What follows belongs to an exercise in optimizing a design on an open flow for small area, a short achievable clock period and few clock cycles; a production flow would make more cautious choices. The RTL was checked by simulation tests, not by an equivalence proof against the original design.

## pipe_exe_md
module pipe_exe_md #(
  parameter logic [31:0] DIV0_LO = 32'hFFFFFFFF
) (
  input  logic        clock,
  input  logic        resetn,
  input  logic        ebubble,
  input  logic [3:0]  ealuc,
  input  logic        ealuimm,
  input  logic        eshift,
  input  logic        ejal,
  input  logic [3:0]  emd,
  input  logic [31:0] ea,
  input  logic [31:0] eb,
  input  logic [31:0] eimm,
  input  logic [31:0] esa,
  input  logic [31:0] epc4,
  input  logic [4:0]  ern0,
  output logic [31:0] ealu,
  output logic [4:0]  ern,
  output logic        md_stall
);
clock: 9.0 ns
lec_check: 0
abc_area: 1
cap_margin: 20
core_margin: 2
core_utilization: 40
setup_slack_margin: 1.5
slew_margin: 20
standard.sh (not shown) runs the stock make flow with config.mk's settings and CLKGATE_MAP_FILE= SYNTH_SCRIPT=/design/flow/synth_recipe.tcl, a recipe that flattens the netlist after the stock synthesis.
==> flow/flow/run.sh <==
#!/bin/bash
set -euo pipefail
export BUFFER_PORTS_ARGS="-buffer_cell sky130_fd_sc_hd__buf_2"
bash standard.sh > standard_flow.log 2>&1
Testbench counts at the start, summed over its fixed seeds: cycles 31,550.
Next try:
--- a/flow/design.v
+++ b/flow/design.v
@@ -39,18 +39,16 @@
   logic        negq_q, negr_q;
   logic [3:0]  cnt_q;         
   logic [31:0] aluA, aluB, aluRes;
   assign aluA = eshift  ? esa  : ea;
   assign aluB = ealuimm ? eimm : eb;
   logic        aluSub;
-  logic [31:0] aluBx, aluSum;
-  logic [32:0] aluSumC;
+  logic [31:0] aluBx, aluSum, aluP, aluG;
   assign aluSub  = (ealuc[2:0] == 3'b100);
   assign aluBx   = aluB ^ {32{aluSub}};
-  assign aluSumC = {aluA, 1'b1} + {aluBx, aluSub};
-  assign aluSum  = aluSumC[32:1];
+  pem_ks32 u_alu_add (.a(aluA), .b(aluBx), .cin(aluSub), .s(aluSum), .p(aluP), .g(aluG));
   logic        shLeft, shFill;
   logic [31:0] shIn, shOut, shRes;
   logic [32:0] shWide;
   assign shLeft = ~ealuc[2];
   assign shFill = ealuc[2] & ealuc[3] & aluB[31];
   always_comb begin
@@ -62,14 +60,14 @@
     for (int i = 0; i < 32; i++) shRes[i] = shLeft ? shOut[31-i] : shOut[i];
   end
   always_comb begin
     aluRes = 32'd0;
     case (ealuc[1:0])
       2'b00: aluRes = aluSum;
-      2'b01: aluRes = ealuc[2] ? (aluA | aluBx) : (aluA & aluBx);
-      2'b10: aluRes = ealuc[2] ? {aluB[15:0], 16'd0} : (aluA ^ aluBx);
+      2'b01: aluRes = ealuc[2] ? (aluP | aluG) : aluG;
+      2'b10: aluRes = ealuc[2] ? {aluB[15:0], 16'd0} : aluP;
       2'b11: aluRes = shRes;
       default: aluRes = 32'd0;
     endcase
   end
   logic [31:0] pc8;
   pem_add #(30) u_pc8 (.a(epc4[31:2]), .b(30'd0), .cin(1'b1), .s(pc8[31:2]));
@@ -324,6 +322,35 @@
       end
     end
     s[0] = p[0] ^ cin;
     for (int i = 1; i < N; i++) s[i] = p[i] ^ gg[i-1];
   end
 endmodule
+module pem_ks32 (
+  input  logic [31:0] a,
+  input  logic [31:0] b,
+  input  logic        cin,
+  output logic [31:0] s,
+  output logic [31:0] p,
+  output logic [31:0] g
+);
+  logic [31:0] gg, pp, gn, pn;
+  always_comb begin
+    p = a ^ b;
+    g = a & b;
+    gg = g;
+    pp = p;
+    gg[0] = g[0] | (p[0] & cin);
+    for (int d = 1; d < 32; d = d * 2) begin
+      gn = gg;
+      pn = pp;
+      for (int i = d; i < 32; i++) begin
+        gn[i] = gg[i] | (pp[i] & gg[i-d]);
+        pn[i] = pp[i] & pp[i-d];
+      end
+      gg = gn;
+      pp = pn;
+    end
+    s[0] = p[0] ^ cin;
+    for (int i = 1; i < 32; i++) s[i] = p[i] ^ gg[i-1];
+  end
+endmodule
=> The changed run finished with timing, DRC and antenna clean; design area fell by 1.3%; non-clock buffer count goes down by 21; cell count goes down by about 1.2%.
Testbench counts after the change, summed over its fixed seeds: cycles 31,550.

* * *

## red
Another version of the RTL of pipe_exe_md (not shown whole).
Size: ~4200 cells after synthesis, roughly 220 I/O pins.
clock: 9.0 ns
lec_check: 0
abc_area: 1
cap_margin: 10
core_margin: 2
core_utilization: 40
setup_slack_margin: 1.5
slew_margin: 10
==> flow/flow/run.sh <==
#!/bin/bash
# The standard layout, with two changes to how the layout is made:
#  - the port buffers are buf_2 cells instead of the slow delay buffer that
#    buffer_ports picks by default (every port still gets its own buffer);
#  - the resizer may change a cell's footprint when it sizes gates.
# Synthesis is the standard one, unchanged.
set -euo pipefail
export BUFFER_PORTS_ARGS="-buffer_cell sky130_fd_sc_hd__buf_2"
sed 's/CLKGATE_MAP_FILE= /CLKGATE_MAP_FILE= MATCH_CELL_FOOTPRINT=0 /' standard.sh > standard_fp.sh
grep -q 'MATCH_CELL_FOOTPRINT=0' standard_fp.sh
bash standard_fp.sh > standard_flow.log 2>&1
Testbench counts of red, summed over its fixed seeds: cycles 31,588.
## Diff of input files: purple against red
--- a/flow/design.v
+++ b/flow/design.v
@@ -30,19 +30,19 @@
   logic [31:0] hi_q, lo_q;
   logic        hx_q;          
   logic        bprev_q;       
   logic [32:0] d_q;           
   logic        busy_q;
   logic        mul_q;         
   logic        sgn_q;         
   logic        fix_q;         
   logic        fixing_q;      
-  logic        negq_q, negr_q;
+  logic        negq_q, negr_q;   
   logic [3:0]  cnt_q;         
   logic [31:0] aluA, aluB, aluRes;
   assign aluA = eshift  ? esa  : ea;
   assign aluB = ealuimm ? eimm : eb;
   logic        aluSub;
   logic [31:0] aluBx, aluSum, aluP, aluG;
   assign aluSub  = (ealuc[2:0] == 3'b100);
   assign aluBx   = aluB ^ {32{aluSub}};
   pem_ks32 u_alu_add (.a(aluA), .b(aluBx), .cin(aluSub), .s(aluSum), .p(aluP), .g(aluG));
@@ -78,19 +78,19 @@
     if (ejal) begin
       ealu = pc8;
       ern  = 5'd31;
     end else if (emd == MD_MFHI) begin
       ealu = hi_q;
     end else if (emd == MD_MFLO) begin
       ealu = lo_q;
     end
   end
-  logic isMul, isDiv, isHL, start;
+  logic isMul, isDiv, isHL;
   assign isMul = !ebubble && (emd == MD_MULT || emd == MD_MULTU);
   assign isDiv = !ebubble && (emd == MD_DIV  || emd == MD_DIVU);
   assign isHL  = !ebubble && (emd == MD_MFHI || emd == MD_MFLO ||
                               emd == MD_MTHI || emd == MD_MTLO);
   assign md_stall = resetn && busy_q && isHL;
   logic        dSigned, aNeg, bNeg;
   logic [31:0] absA, absB;
   logic [5:0]  zA, zB;
   logic [5:0]  sh;            
As far as clock skew is concerned, purple and red perform about the same.
Summary of purple over red: final setup TNS comparable, count of clock-buffer cells in the layout barely changed.
Delta (purple minus red): reported max-cap violation count ~0 delta, setup slack held, count of endpoints failing setup in the final report stayed essentially flat, post-CTS resize count now sits at about the same level.
Diff red -> purple: H-tree level count held steady; layout inverter count without the clock tree held steady; wire length held steady.
red -> purple: sequential fraction of total cell area delta 0, exact match
The maximum frequency on purple is in line with that on red.
Testbench counts of purple, summed over its fixed seeds: cycles 31,588.

what the ideal ports hide:
How much do the figures lean on ideal ports? The routed layouts below were timed once more, with nothing changed but the port constraints.
Step 1 (the two cells are an assumption about what drives the block):
set clk [get_ports {clock}]
set_driving_cell -lib_cell sky130_fd_sc_hd__clkbuf_16 $clk
set_driving_cell -lib_cell sky130_fd_sc_hd__buf_2 [delete_from_list [all_inputs] $clk]
Step 2 adds t to the input delays and takes it off the output delays; t is the mean of the earliest and latest rising clock arrival at the registers after step 1. Input paths then give back, and output paths get back, about the clock's delay inside the block.
Three values: ideal ports, drivers, drivers and shift; two values: the first two.
| run | t (ns) | setup WS [ns] | hold WS [ns] |
|---|---|---|---|
| the first run of note 1 | 0.443 | 1.402 / 1.355 / 1.355 | 0.484 / 0.484 / 0.484 |
| the second run of note 1 | 0.434 | 1.438 / 1.394 / 1.307 | 0.498 / 0.498 / 0.498 |
| red | 0.436 | 1.511 / 1.440 / 1.221 | 0.481 / 0.481 / 0.481 |
| purple | 0.436 | 1.511 / 1.440 / 1.221 | 0.481 / 0.481 / 0.481 |
After both steps setup and hold are still met in every run listed.
